What follows belongs to an exercise in optimizing a design on an open flow for small area and few clock cycles; a production flow would make more cautious choices. No run shown here included a check of the RTL's function; only the layout flow was run. The clock port is modelled as an ideal driver; clocking choices that lean on that would not hold on a real chip. No activity file was given, so power comes from the tool's default toggle rates.

==> flow/design.v <==
package ihsp_pkg;
   localparam int unsigned PositionBitsDef = 16;
   localparam int unsigned LeadLen = 24;
   localparam int unsigned HdrLen = 12;
   localparam logic [7:0] MarkerPrefix = 8'hFF;
   localparam logic [7:0] SoiCode = 8'hD8;
   localparam logic [7:0] SofLoA = 8'hC0;
   localparam logic [7:0] SofHiA = 8'hC3;
   localparam logic [7:0] SofLoB = 8'hC9;
   localparam logic [7:0] SofHiB = 8'hCB;
   typedef enum logic [1:0] {
      PHASE_SCAN = 2'd0,
      PHASE_SOF  = 2'd1,
      PHASE_STOP = 2'd2
   } phase_type;
   typedef enum logic [1:0] {
      FMT_NONE = 2'd0,
      FMT_JPEG = 2'd1,
      FMT_GIF  = 2'd2,
      FMT_PNG  = 2'd3
   } format_type;
   typedef logic [LeadLen-1:0][7:0] lead_type;
   typedef struct packed {
      phase_type   phase;
      logic [15:0] height;
      logic [15:0] width;
   } jpeg_info_type;
   function automatic logic is_sof(logic [7:0] m);
      is_sof = ((m >= SofLoA) && (m <= SofHiA)) || ((m >= SofLoB) && (m <= SofHiB));
   endfunction
endpackage
module image_header_size_probe #(
   parameter int unsigned POSITION_BITS = 16
) (
   input  logic        clock,
   input  logic        reset,
   input  logic        req_tvalid,
   output logic        req_tready,
   input  logic [7:0]  req_tdata,    
   input  logic        req_tlast,
   output logic        rsp_tvalid,
   input  logic        rsp_tready,
   output logic [63:0] rsp_tdata,    
   output logic [7:0]  rsp_tuser     
);
   localparam logic [3:0] ST_NONE = 4'd0;
   localparam logic [3:0] ST_GIF  = 4'd1;
   localparam logic [3:0] ST_PNG  = 4'd2;
   localparam logic [3:0] ST_JCNT = 4'd3;    
   localparam logic [3:0] ST_JH1  = 4'd4;    
   localparam logic [3:0] ST_JH2  = 4'd5;    
   localparam logic [3:0] ST_JH3  = 4'd6;    
   localparam logic [3:0] ST_JSOF = 4'd7;    
   localparam logic [3:0] ST_JFND = 4'd8;    
   logic [POSITION_BITS-1:0] pos_ff;
   logic [3:0]               st_ff, st_nx;
   logic [15:0]              cnt_ff, cnt_dec;    
   logic [7:0][7:0]          col_ff, col_nx;     
   logic [63:0]              col_flat;
   logic [7:0]               col_we;
   logic [63:0]              out_ff;
   logic [1:0]               ofmt_ff;
   logic                     valid_ff;
   logic                     ld_pend_n_ff;       
   logic                     ld_lo, ld_hi;       
   logic [7:0]  b;
   logic        xfer, load, act, lo, pos0, long_enough, cnt_is2, sof;
   logic        is_gif, is_png, sig_bad;
   logic [4:0]  p;
   logic [7:0]  exp_b;
   logic        chk;
   logic [1:0]  fmt_res;
   assign b           = req_tdata;
   assign req_tready  = !req_tlast || (ld_pend_n_ff && (!valid_ff || rsp_tready));
   assign xfer        = req_tvalid && req_tready;
   assign load        = xfer && req_tlast;
   assign act         = !(&pos_ff);
   assign lo          = (pos_ff[POSITION_BITS-1:5] == '0);
   assign p           = pos_ff[4:0];
   assign pos0        = lo && (p == 5'd0);
   assign long_enough = !lo || (p >= 5'd23);
   assign is_gif      = (st_ff == ST_GIF);
   assign is_png      = (st_ff == ST_PNG);
   assign col_flat    = col_ff;
   assign cnt_ff      = {col_ff[3], col_ff[2]};
   assign cnt_dec     = cnt_ff - 16'd1;
   assign cnt_is2     = (cnt_ff == 16'd2);
   assign sof         = ((b >= 8'hC0) && (b <= 8'hC3)) || ((b >= 8'hC9) && (b <= 8'hCB));
   always_comb begin
      exp_b = 8'h00;
      case (p[3:0])
         4'd1:  exp_b = is_gif ? 8'h49 : (is_png ? 8'h50 : 8'hD8);
         4'd2:  exp_b = is_gif ? 8'h46 : (is_png ? 8'h4E : 8'hFF);
         4'd3:  exp_b = 8'h47;
         4'd4:  exp_b = 8'h0D;
         4'd5:  exp_b = 8'h0A;
         4'd6:  exp_b = 8'h1A;
         4'd7:  exp_b = 8'h0A;
         4'd12: exp_b = 8'h49;
         4'd13: exp_b = 8'h48;
         4'd14: exp_b = 8'h44;
         4'd15: exp_b = 8'h52;
         default: ;
      endcase
      chk = lo && !p[4] && ((p[3:1] == 3'd0) ? p[0] :
                            ((p[3:0] == 4'd2) || (is_png && (p[3:2] != 2'b10))));
      sig_bad = chk && (b != exp_b);
   end
   always_comb begin
      st_nx = st_ff;
      if (pos0) begin
         if (b == 8'hFF)      st_nx = ST_JCNT;
         else if (b == 8'h47) st_nx = ST_GIF;
         else if (b == 8'h89) st_nx = ST_PNG;
         else                 st_nx = ST_NONE;
      end else if (sig_bad) begin
         st_nx = ST_NONE;
      end else begin
         case (st_ff)
            ST_JCNT: if (cnt_is2) st_nx = (b == 8'hFF) ? ST_JH1 : ST_NONE;
            ST_JH1:  st_nx = sof ? ST_JSOF : ST_JH2;
            ST_JH2:  st_nx = ST_JH3;
            ST_JH3:  st_nx = ST_JCNT;
            ST_JSOF: if (cnt_ff[3:0] == 4'd7) st_nx = ST_JFND;
            default: ;
         endcase
      end
   end
   always_comb begin
      col_we = '0;
      if (lo && is_gif) begin
         col_we[0] = (p == 5'd6);
         col_we[1] = (p == 5'd7);
         col_we[4] = (p == 5'd8);
         col_we[5] = (p == 5'd9);
      end
      if (lo && is_png) begin
         col_we[3] = (p == 5'd16);
         col_we[2] = (p == 5'd17);
         col_we[1] = (p == 5'd18);
         col_we[0] = (p == 5'd19);
         col_we[7] = (p == 5'd20);
         col_we[6] = (p == 5'd21);
         col_we[5] = (p == 5'd22);
         col_we[4] = (p == 5'd23);
      end
      if (st_ff == ST_JSOF) begin
         col_we[5] = (cnt_ff[3:0] == 4'hD);
         col_we[4] = (cnt_ff[3:0] == 4'hC);
         col_we[1] = (cnt_ff[3:0] == 4'hB);
         col_we[0] = (cnt_ff[3:0] == 4'hA);
      end
      if (st_ff == ST_JH2) col_we[3] = 1'b1;    
      if (st_ff == ST_JH3) col_we[2] = 1'b1;    
   end
   always_comb begin
      col_nx = col_ff;
      if (!is_png) begin
         col_nx[3] = cnt_dec[15:8];
         col_nx[2] = cnt_dec[7:0];
      end
      for (int i = 0; i < 8; i++) begin
         if (col_we[i]) col_nx[i] = b;
      end
      if (pos0) begin
         col_nx[3] = 8'd0;
         col_nx[2] = 8'd3;
      end
   end
   always_comb begin
      fmt_res = 2'd0;
      if (long_enough) begin
         if (is_gif)      fmt_res = 2'd2;
         else if (is_png) fmt_res = 2'd3;
         else if ((st_ff == ST_JFND) || ((st_ff == ST_JSOF) && (cnt_ff[3:0] == 4'd7) && act))
            fmt_res = 2'd1;
      end
   end
   always_ff @(posedge clock) begin
      if (reset) begin
         pos_ff       <= '0;
         valid_ff     <= 1'b0;
         ld_pend_n_ff <= 1'b1;
      end else begin
         if (xfer) begin
            if (req_tlast)  pos_ff <= '0;
            else if (act)   pos_ff <= pos_ff + POSITION_BITS'(1);
         end
         ld_pend_n_ff <= !load;
         if (!ld_pend_n_ff)   valid_ff <= 1'b1;
         else if (rsp_tready) valid_ff <= 1'b0;
      end
      if (xfer && act) begin
         st_ff  <= st_nx;
         col_ff <= col_nx;
      end
      if (load) ofmt_ff <= fmt_res;
      for (int i = 0; i < 8; i++) begin
         out_ff[8*i +: 8] <= ({8{(i == 2 || i == 3 || i == 6 || i == 7) ? ld_hi : ld_lo}} &
                              col_flat[8*i +: 8]) |
                             ({8{ld_pend_n_ff}} & out_ff[8*i +: 8]);
      end
   end
   assign ld_lo = !ld_pend_n_ff && (ofmt_ff != 2'd0);
   assign ld_hi = !ld_pend_n_ff && (ofmt_ff == 2'd3);
   assign rsp_tvalid = valid_ff;
   assign rsp_tdata  = out_ff;
   assign rsp_tuser  = {5'd0, ofmt_ff, (ofmt_ff != 2'd0)};
endmodule
==> flow/flow/run.sh <==
#!/bin/bash
# Layout flow: the standard layout (standard.sh) with three changes.
#  - Synthesis is the standard flow's script, except that ABC maps the logic with an
#    area-oriented script (flow/abc_area.script). Flip-flops are mapped before
#    ABC runs, so the registers are the standard synthesis's, by name and cell.
#  - Each port gets the smallest buffer (buf_1) instead of clkdlybuf4s50_1.
#  - Clock tree synthesis uses clkbuf_8 and inserts no dummy loads; then each
#    clock buffer is sized down as far as the clock pins' slew allows
#    (flow/clk_size.tcl, run as ORFS's POST_CTS_TCL hook).
# Every tool writes its full log under orfs/logs/; make's output goes to standard.log.
set -euo pipefail
HERE=$(pwd)
sed "s#log_cmd abc {\*}\$abc_args#set abc_args [lreplace \$abc_args 1 1 $HERE/flow/abc_area.script]\n  log_cmd abc {*}\$abc_args#" \
  "$FLOW_HOME/scripts/synth.tcl" > "$HERE/area_synth.tcl"
grep -q "abc_area.script" "$HERE/area_synth.tcl"
sed "s#source \$::env(SCRIPTS_DIR)/synth.tcl#source $HERE/area_synth.tcl#" \
  "$HERE/synth_recipe.tcl" > "$HERE/area_synth_recipe.tcl"
grep -q "area_synth.tcl" "$HERE/area_synth_recipe.tcl"
bash standard.sh \
  "SYNTH_SCRIPT=$HERE/area_synth_recipe.tcl" \
  "BUFFER_PORTS_ARGS=-buffer_cell sky130_fd_sc_hd__buf_1" \
  "CTS_ARGS=-sink_clustering_enable -repair_clock_nets -dont_use_dummy_load -buf_list sky130_fd_sc_hd__clkbuf_8" \
  "POST_CTS_TCL=$HERE/flow/clk_size.tcl" \
  finish > standard.log 2>&1
==> flow/flow/abc_area.script <==
&get -n
&st
&dch -f
&nf -a -p -R 1000
&st
&dch -f
&nf -a -p -R 1000
&st
&dch -f
&nf -a -p -R 1000
&put
topo
==> flow/flow/clk_size.tcl <==
# POST_CTS hook: size each clock buffer to the smallest clkbuf that keeps every
# flip-flop clock pin's estimated slew under a margin (leaves first, then the
# buffers driving them), then legalize the placement again.
set clk_slew_limit 0.095
set clk_sizes {sky130_fd_sc_hd__clkbuf_2 sky130_fd_sc_hd__clkbuf_4 sky130_fd_sc_hd__clkbuf_8 sky130_fd_sc_hd__clkbuf_16}

proc clk_ff_worst_slew { } {
  set worst 0.0
  foreach p [get_pins -hierarchical */CLK] {
    set s [get_property $p slew_max]
    if { $s > $worst } { set worst $s }
  }
  return $worst
}

proc clk_sink_worst_slew { inst } {
  set worst 0.0
  foreach opin [get_pins -of_objects $inst -filter "direction == output"] {
    foreach p [get_pins -of_objects [get_nets -of_objects $opin] -filter "direction == input"] {
      set s [get_property $p slew_max]
      if { $s > $worst } { set worst $s }
    }
  }
  return $worst
}

estimate_parasitics -placement
set leaves {}
set roots {}
foreach inst [get_cells *] {
  if { ![string match "sky130_fd_sc_hd__clkbuf_*" [get_property $inst ref_name]] } { continue }
  set drives_ff 0
  foreach opin [get_pins -of_objects $inst -filter "direction == output"] {
    foreach p [get_pins -of_objects [get_nets -of_objects $opin] -filter "direction == input"] {
      if { [get_property $p name] == "CLK" } { set drives_ff 1 }
    }
  }
  if { $drives_ff } { lappend leaves $inst } else { lappend roots $inst }
}
puts "clock sizing: [llength $leaves] leaf and [llength $roots] other clock buffers, before: worst clock pin slew [format %.1f [expr [clk_ff_worst_slew] * 1000]] ps"
foreach inst $leaves {
  foreach m $clk_sizes {
    replace_cell $inst $m
    if { [clk_sink_worst_slew $inst] < $clk_slew_limit } { break }
  }
}
foreach inst $roots {
  foreach m $clk_sizes {
    replace_cell $inst $m
    if { [clk_ff_worst_slew] < $clk_slew_limit && [clk_sink_worst_slew $inst] < 0.2 } { break }
  }
}
# any clock pin still over the margin: upsize its leaf buffer
foreach inst $leaves {
  set i [lsearch $clk_sizes [get_property $inst ref_name]]
  while { [clk_sink_worst_slew $inst] >= $clk_slew_limit && $i < [llength $clk_sizes] - 1 } {
    incr i
    replace_cell $inst [lindex $clk_sizes $i]
  }
}
foreach inst [concat $roots $leaves] {
  puts "clock buffer [get_full_name $inst]: [get_property $inst ref_name], sink slew [format %.1f [expr [clk_sink_worst_slew $inst] * 1000]] ps"
}
puts "clock sizing: after: worst clock pin slew [format %.1f [expr [clk_ff_worst_slew] * 1000]] ps"
detailed_placement
check_placement -verbose
==> flow/standard.sh <==
#!/bin/bash
# synth_recipe.tcl (not shown) runs the flow's synth.tcl, then flattens the netlist and writes it again
# the make line also repeats each setting of config.mk as NAME=value (left out here)
make -C /OpenROAD-flow-scripts/flow DESIGN_CONFIG=/design/flow/config.mk WORK_HOME=/design/flow/orfs CLKGATE_MAP_FILE= SYNTH_SCRIPT=/design/flow/synth_recipe.tcl "${@:-finish}"
==> flow/config.mk <==
export PLATFORM = sky130hd
export DESIGN_NAME = image_header_size_probe
export DESIGN_NICKNAME = image_header_size_probe
export VERILOG_FILES = /design/flow/design.v
export SDC_FILE = /design/flow/constraint.sdc
export NUM_CORES = 4
export LEC_CHECK = 0
export CAP_MARGIN = 20
export CORE_MARGIN = 2
export CORE_UTILIZATION = 40
export SLEW_MARGIN = 20
==> flow/constraint.sdc <==
create_clock -name core_clock -period 12.0 [get_ports {clock}]
set_input_delay 2.4000 -clock core_clock [delete_from_list [all_inputs] [get_ports {clock}]]
set_output_delay 2.4000 -clock core_clock [all_outputs]
set_load 0.01 [all_outputs]
==> notes.md, run 1 <==
* CP Capture Type: output port
* Antenna violations before repair at 0
* First-pass GRT wire length at 22,000 µm
* CP Max Fanout at 2
* Max layer used: met4
* Area contributors post-synth: edfxtp_1, dfxtp_1, a22o_1, nor2_1, a21oi_1
* Fin. max-slew vios at 0
* Area growth syn-to-layout at 12.9%
* Die ar. at 0.0159 mm²
* Syn. warnings at 1
* Critical-path cell list: buf_1, o21ai_0, nand2_1, buf_1
* Hold Crit Class: flip-flop to flip-flop
* CORE AREA at 0.0145 mm²
* Highest Clock Rate at 0.190 GHz
* Most used cell, CP: buf_1
* CTS Sinks at 152
* Final #Nets at 630
* Chip Width at 126 µm
* Num rows at 44
* Critical path launch point type: primary input
* PD cells at 140 mW/mm²
* Global route overflow at 0
* Final wirelength at 13,500 µm
* Fin. Hold Viols at 0
* I/O pin cnt at 87
* Data required, critical path at 9600 ps
* Final HPWL DP at 9150 µm
* Total power at 940 µW
* Clock skew at 31.8 ps
* Proportion of layout cells with a drive suffix above 1 at 4.95%
* Cell with the most instances after synthesis: dfxtp_1
* WL met2 at 6550 µm
* Wire per inst at 17.1 µm
* CTS tree: done
* Outcome: complete, no violations
* Synth Flop Type: dfxtp_1
* PortBufs at 81
* DRT iter0 DRCs at 285
* Distinct cells, synth at 43
* Wl on met1 at 6160 µm
* Max stage delay cell, worst path: o21ai_0
* Minimum clock period at 5250 ps
* Clock transition at the registers of the reported paths at 80 ps
* Post-Syn Area at 0.00597 mm²
* ANT cells at 0
* R2r startpoint: st_ff[0]
* Period utilisation layout at 43.8%
* Initial Utilization at 41.1%
* Sum Neg Setup Slack at 0 ps
* #FFs+latches synth at 152
* Filler cells at 1,372
* CP Launch Point: rsp_tready
* Drt pass-1 iters at 4
* Share of the synthesized area in the top cell type at 35.2%
* Synth Instances at 501
* Least-Margin Pin Slew at 977 ps
* Arr. time, crit path at 2850 ps
* Reg-to-reg setup timing slack at 8100 ps
* Slowest stage delay, CP at 170 ps
* Die H at 126 µm
* Mean Syn Cell Area at 11.9 µm²
* Placed Area at 0.00655 mm²
* Top post-synthesis cells by count: dfxtp_1, edfxtp_1, a22o_1
* # DRC at 0
* Drt via density at 5.62
* Largest net degree at the start of global routing at 67
* Synth async-reset ratio at 0%
* Max cap viols at 0
* Critical Setup Path Class: primary input to output port
* Finished Cell Area at 0.00674 mm²
* Core Util, Final at 46.4%
* Dominant cell type by area after synthesis: edfxtp_1
* Clock latency on the worst-skew pair at 560 ps
* Setup violators final at 0
* R2R depth at 12
* Placer Congestion at 0.891
* EDFF count, synth at 70
* Aggregate global-route resource usage at 17.4%
* End of the worst register-to-register path: st_ff[3]
* Number of global-route vias before repair at 4,323
* RSZ-0062 raised after global routing: false
* Seq/Total Area, Yosys at 62.7%
* Vias after detailed routing at 4,442
* Slew HR at 34.6%
* ANT nets after route at 0
* WL met3 at 621 µm
* Maximum VDD drop at 0.0524 mV
* Crit path to: req_tready
* Static Leak at 2.31 nW
==> placed cells by master, fill, tap and decap left out, drive strengths merged, types with 3 or more instances in the layout <==
master	instances
and3	9
clkinv	7
xor2	7
nor2b	7
edfxtp	70
o31ai	3
nand2	32
nor4	12
clkbuf	17
a31oi	7
o21ai	21
a22o	64
o211ai	3
dfxtp	82
conb	5
nand4	5
nor3	17
a21oi	25
and2	6
nor2	39
nand2b	5
or4	3
a211oi	12
buf	89
ha	9
nand3	16
xnor2	11
==> cell families (layout without fill, tap and decap cells) <==
| family | count (synthesis) | after routing | share of synthesized area, % |
|---|---|---|---|
| AND/OR/NAND/NOR | 160 | 160 | 13.4 |
| flip-flops | 152 | 152 | 62.7 |
| AO/OA/AOI/OAI | 149 | 149 | 18.3 |
| XOR/XNOR | 18 | 18 | 2.64 |
| buffers and inverters | 12 | 113 | 1.07 |
| adder cells (fa/ha/maj) | 9 | 9 | 1.89 |
| other | 1 | 5 | 0.0628 |
==> per-stage QoR <==
| step | cells | hold WS [ps] | worst slack [ps] |
|---|---|---|---|
| floorplan | 505 | 436 | 6910 |
| detailed placement | 773 | 441 | 6740 |
| global route | 790 | 444 | 6620 |
| finish | 790 | 436 | 6750 |
| global placement | 773 | 437 | 6760 |
==> power by group <==
| group | leakage, nW | switching [mW] | total, mW | internal [mW] |
|---|---|---|---|---|
| Clock | 0.102 | 0.151 | 0.247 | 0.0959 |
| Sequential | 1.32 | 0.0221 | 0.593 | 0.571 |
| Combinational | 0.891 | 0.0588 | 0.0997 | 0.0410 |
==> layer usage <==
metal | vias up | GRT usage, %
met3 | 19 | 5.01
li1 | 2141 | -
met1 | 2156 | 22.2
met5 | - | 0
met2 | 126 | 28.5
met4 | 0 | 6.14
==> sequential cells by signal (all words and copies together) (netlist names) <==
name / cells
col_ff: 64
ld_pend_n_ff: 1
ofmt_ff: 2
out_ff: 64
pos_ff: 16
st_ff: 4
valid_ff: 1
==> worst min-delay path by stage <==
stage	startpoint	endpoint	slack, ps	depth (start not counted)
floorplan	col_ff[0]	out_ff[0]	440	1
finish	col_ff[33]	out_ff[33]	440	1
global placement	col_ff[62]	out_ff[62]	440	1
global route	col_ff[36]	out_ff[36]	440	1
detailed placement	col_ff[1]	out_ff[1]	440	1
==> critical path: cells and delay by family <==
family          cells  cell delay (ps)
buf+inv             2              190
compound gates      1              170
simple gates        1               90
==> layout make-up <==
class	count	area (µm²)	share of cell area (%)
sequential	152	3740	55.6
multi-input combinational	341	2190	32.5
timing repair buffer	89	364	5.40
tap	184	230	3.42
inverter	7	26.3	0.390
clock buffer	17	184	2.73
==> inputs of run 2 (changes only) <==
--- a/flow/design.v
+++ b/flow/design.v
@@ -64,3 +64,3 @@
    logic                     ld_pend_n_ff;       
-   logic                     ld_lo, ld_hi;       
+   logic                     ld_lo_ff, ld_hi_ff;  
    logic [7:0]  b;
@@ -197,4 +197,6 @@
       if (load) ofmt_ff <= fmt_res;
+      ld_lo_ff <= load && (fmt_res != 2'd0);
+      ld_hi_ff <= load && (fmt_res == 2'd3);
       for (int i = 0; i < 8; i++) begin
-         out_ff[8*i +: 8] <= ({8{(i == 2 || i == 3 || i == 6 || i == 7) ? ld_hi : ld_lo}} &
+         out_ff[8*i +: 8] <= ({8{(i == 2 || i == 3 || i == 6 || i == 7) ? ld_hi_ff : ld_lo_ff}} &
                               col_flat[8*i +: 8]) |
@@ -203,4 +205,2 @@
    end
-   assign ld_lo = !ld_pend_n_ff && (ofmt_ff != 2'd0);
-   assign ld_hi = !ld_pend_n_ff && (ofmt_ff == 2'd3);
    assign rsp_tvalid = valid_ff;
--- a/flow/flow/run.sh
+++ b/flow/flow/run.sh
@@ -6,5 +6,3 @@
 #  - Each port gets the smallest buffer (buf_1) instead of clkdlybuf4s50_1.
-#  - Clock tree synthesis uses clkbuf_8 and inserts no dummy loads; then each
-#    clock buffer is sized down as far as the clock pins' slew allows
-#    (flow/clk_size.tcl, run as ORFS's POST_CTS_TCL hook).
+#  - Clock tree synthesis uses clkbuf_8 and inserts no dummy loads.
 # Every tool writes its full log under orfs/logs/; make's output goes to standard.log.
@@ -22,3 +20,2 @@
   "CTS_ARGS=-sink_clustering_enable -repair_clock_nets -dont_use_dummy_load -buf_list sky130_fd_sc_hd__clkbuf_8" \
-  "POST_CTS_TCL=$HERE/flow/clk_size.tcl" \
   finish > standard.log 2>&1
removed: flow/flow/clk_size.tcl
==> notes.md, run 2 <==
* Arr. time, crit path at 3020 ps (+170 ps)
* Drt via density at 5.60 (-0.40%)
* ANT nets after route at 0 (unchanged)
* Setup WS pre-CTS at 6560 ps (-183 ps)
* Placed Area at 0.00660 mm² (+0.82%)
* Hold Crit Class: flip-flop to flip-flop
* EDFF count, synth at 70 (unchanged)
* Filler cells at 1,328 (-3.2%)
* Finished Cell Area at 0.00684 mm² (+1.5%)
* Mean Syn Cell Area at 11.8 µm² (-0.59%)
* Largest net degree at the start of global routing at 65 (-3.0%)
* Max cap viols at 0 (unchanged)
* Clk buf depth at 2
* Slew HR at 28.0% (-6.6 points)
* Placer Congestion at 0.851 (-4.4%)
* Chip Width at 127 µm (+0.38%)
* Antenna violations before repair at 0 (unchanged)
* Total power at 900 µW (-4.3%)
* Highest Clock Rate at 0.185 GHz (-3.0%)
* CP Capture Type: output port
* Synth Instances at 508 (+1.4%)
* Number of global-route vias before repair at 4,238 (-2.0%)
* Die H at 127 µm (+0.38%)
* Distinct cells, synth at 41 (-4.7%)
* Critical Setup Path Class: primary input to output port
* Synth Flop Type: dfxtp_1
* CTS tree: done
* Final wirelength at 13,900 µm (+2.6%)
* # DRC at 0 (unchanged)
* ANT cells at 0 (unchanged)
* Initial Utilization at 41.2% (+0.17 points)
* #FFs+latches synth at 154 (+1.3%)
* Worst Slack Setup Final at 6580 ps (-161 ps)
* Setup violators final at 0 (unchanged)
* Post-CTS setup repair buffer count at 0
* Die ar. at 0.0160 mm² (+0.77%)
* CP Max Fanout at 3 (+1)
* PD cells at 132 mW/mm² (-5.7%)
* Fin. Hold Viols at 0 (unchanged)
* CTS Sinks at 154 (+1.3%)
* Most common cell after layout, fill and taps aside: dfxtp_1
* Cell with the most instances after synthesis: dfxtp_1
* Vias after detailed routing at 4,469 (+0.61%)
* RSZ-0062 raised after global routing: false
* Post-Syn Area at 0.00602 mm² (+0.80%)
* Seq/Total Area, Yosys at 62.9% (+0.17 points)
* Least-Margin Pin Slew at 1080 ps (+102 ps)
* WHS at 447 ps (+11.2 ps)
* Wire per inst at 17.4 µm (+1.6%)
* Outcome: complete, no violations
* Sum Neg Setup Slack at 0 ps (unchanged)
* CORE AREA at 0.0146 mm² (+0.38%)
* Clock skew at 31.1 ps (-0.661 ps)
* Global route overflow at 0 (unchanged)
* Most frequent cells in the layout: dfxtp_1, buf_1, edfxtp_1
* CTS H-tree lvls at 4
* Top post-synthesis cells by count: dfxtp_1, edfxtp_1, a22o_1
* Clk root buf: clkbuf_8
* First-pass GRT wire length at 22,500 µm (+2.2%)
* Data required, critical path at 9600 ps (about the same)
* Largest registers: col_ff: 64 flops, out_ff: 64 flops, pos_ff: 16 flops
* Proportion of layout cells with a drive suffix above 1 at 4.89% (-0.065 points)
* Share of the synthesized area in the top cell type at 34.9% (-0.28 points)
* Final #Nets at 638 (+1.3%)
* Number of buffers created by CTS at 17
* Num rows at 44 (unchanged)
* Maximum VDD drop at 0.0594 mV (+14%)
* Clock transition at the registers of the reported paths at 80 ps (about the same)
* Period utilisation layout at 45.1% (+1.3 points)
* DRT iter0 DRCs at 399 (+40%)
* Synth async-reset ratio at 0% (unchanged)
* PortBufs at 81 (unchanged)
* Drt pass-1 iters at 5 (+1)
* Final HPWL DP at 9340 µm (+2.0%)
* Fin. max-slew vios at 0 (unchanged)
* Minimum clock period at 5420 ps (+161 ps)
* Post-CTS sizing at 0
* I/O pin cnt at 87 (unchanged)
* Area growth syn-to-layout at 13.7%
* Aggregate global-route resource usage at 17.8% (+0.38 points)
* Critical path launch point type: primary input
* Area contributors post-synth: edfxtp_1, dfxtp_1, a22o_1, a21oi_1, nor2_1
* Syn. warnings at 1 (unchanged)
* Clock latency on the worst-skew pair at 450 ps (-110 ps)
* Hold buffers post-CTS at 0
* Static Leak at 2.35 nW (+1.6%)
* Dominant cell type by area after synthesis: edfxtp_1
-- run 2: cell type report --
| cell class | instances | area, µm² | share of cell area, % |
|---|---|---|---|
| multi-input cells | 345 | 2190 | 32.0 |
| well taps | 184 | 230 | 3.37 |
| flip-flops and latches | 154 | 3790 | 55.4 |
| clock buffers | 17 | 234 | 3.42 |
| inverters | 8 | 30.0 | 0.439 |
| repair buffers | 90 | 369 | 5.40 |
-- run 2: power by group --
part,switching [mW],internal [mW]
Clock,0.160,0.125
Combinational,0.0355,0.0154
Sequential,0.00905,0.555
-- run 2: cell families after synthesis --
kind of cell | count (synthesis) | synth area share (%)
AOI/OAI and AO/OA | 151 | 18.1
and+or+nand+nor | 165 | 13.7
buffers and inverters | 13 | 1.12
DFF | 154 | 62.9
xor gates and xnor gates | 15 | 2.18
adders and majority gates | 9 | 1.87
other | 1 | 0.0623
-- run 2: worst max-delay path, cell delays in order --
cell,delay [ps]
buf_1,70
o21ai_0,250
nand2_1,140
buf_1,150
-- run 2: worst paths after layout --
check	to	cells after the start	from	slack, ps
min	out_ff[1]	1	col_ff[1]	450
min reg2reg	out_ff[1]	1	col_ff[1]	450
max reg2reg	st_ff[2]	13	st_ff[2]	8390
max	req_tready	4	rsp_tready	6580
-- run 2: per-layer routing --
layer	vias up	global-route usage [%]	routed length, µm
met5	-	0	0
met1	2165	24.2	6510
met4	0	5.24	182
met2	125	27.8	6430
li1	2161	-	-
met3	18	5.06	754
-- run 2: stage by stage --
stage | utilization [%] | std cells
after floorplan | - | 512
after global placement | 45.2 | 780
after detailed placement | 45.2 | 781
after CTS | 46.8 | 798
after global routing | 46.9 | 798
final | 46.9 | 798

separate check: timing with driven ports:
No port has a modelled driver above. Below, the same layouts with a new extraction and two added sets of constraints. Step 1 sets driving cells, clkbuf_16 on the clock port and buf_2 on the other inputs (assumed; they add their load-dependent delay and slew). Step 2 moves the port delays by t, midway between the first and last clock arrival at a register: inputs arrive t later, outputs are due t later. That takes back most of the time a late clock gives input paths. Three values: no drivers, after step 1, after step 2; two values: the first two.
run	t, ns	setup WS [ns]	hold WS [ns]	worst setup path after step 2	slew at the worst register clock pin (ns)
run 1	0.584	6.746 / 6.726 / 6.726	0.436 / 0.436 / 0.436	input to output	0.09 / 0.09
run 2	0.470	6.584 / 6.564 / 6.564	0.447 / 0.447 / 0.447	input to output	0.09 / 0.09
After both steps setup and hold are still met in every run listed.
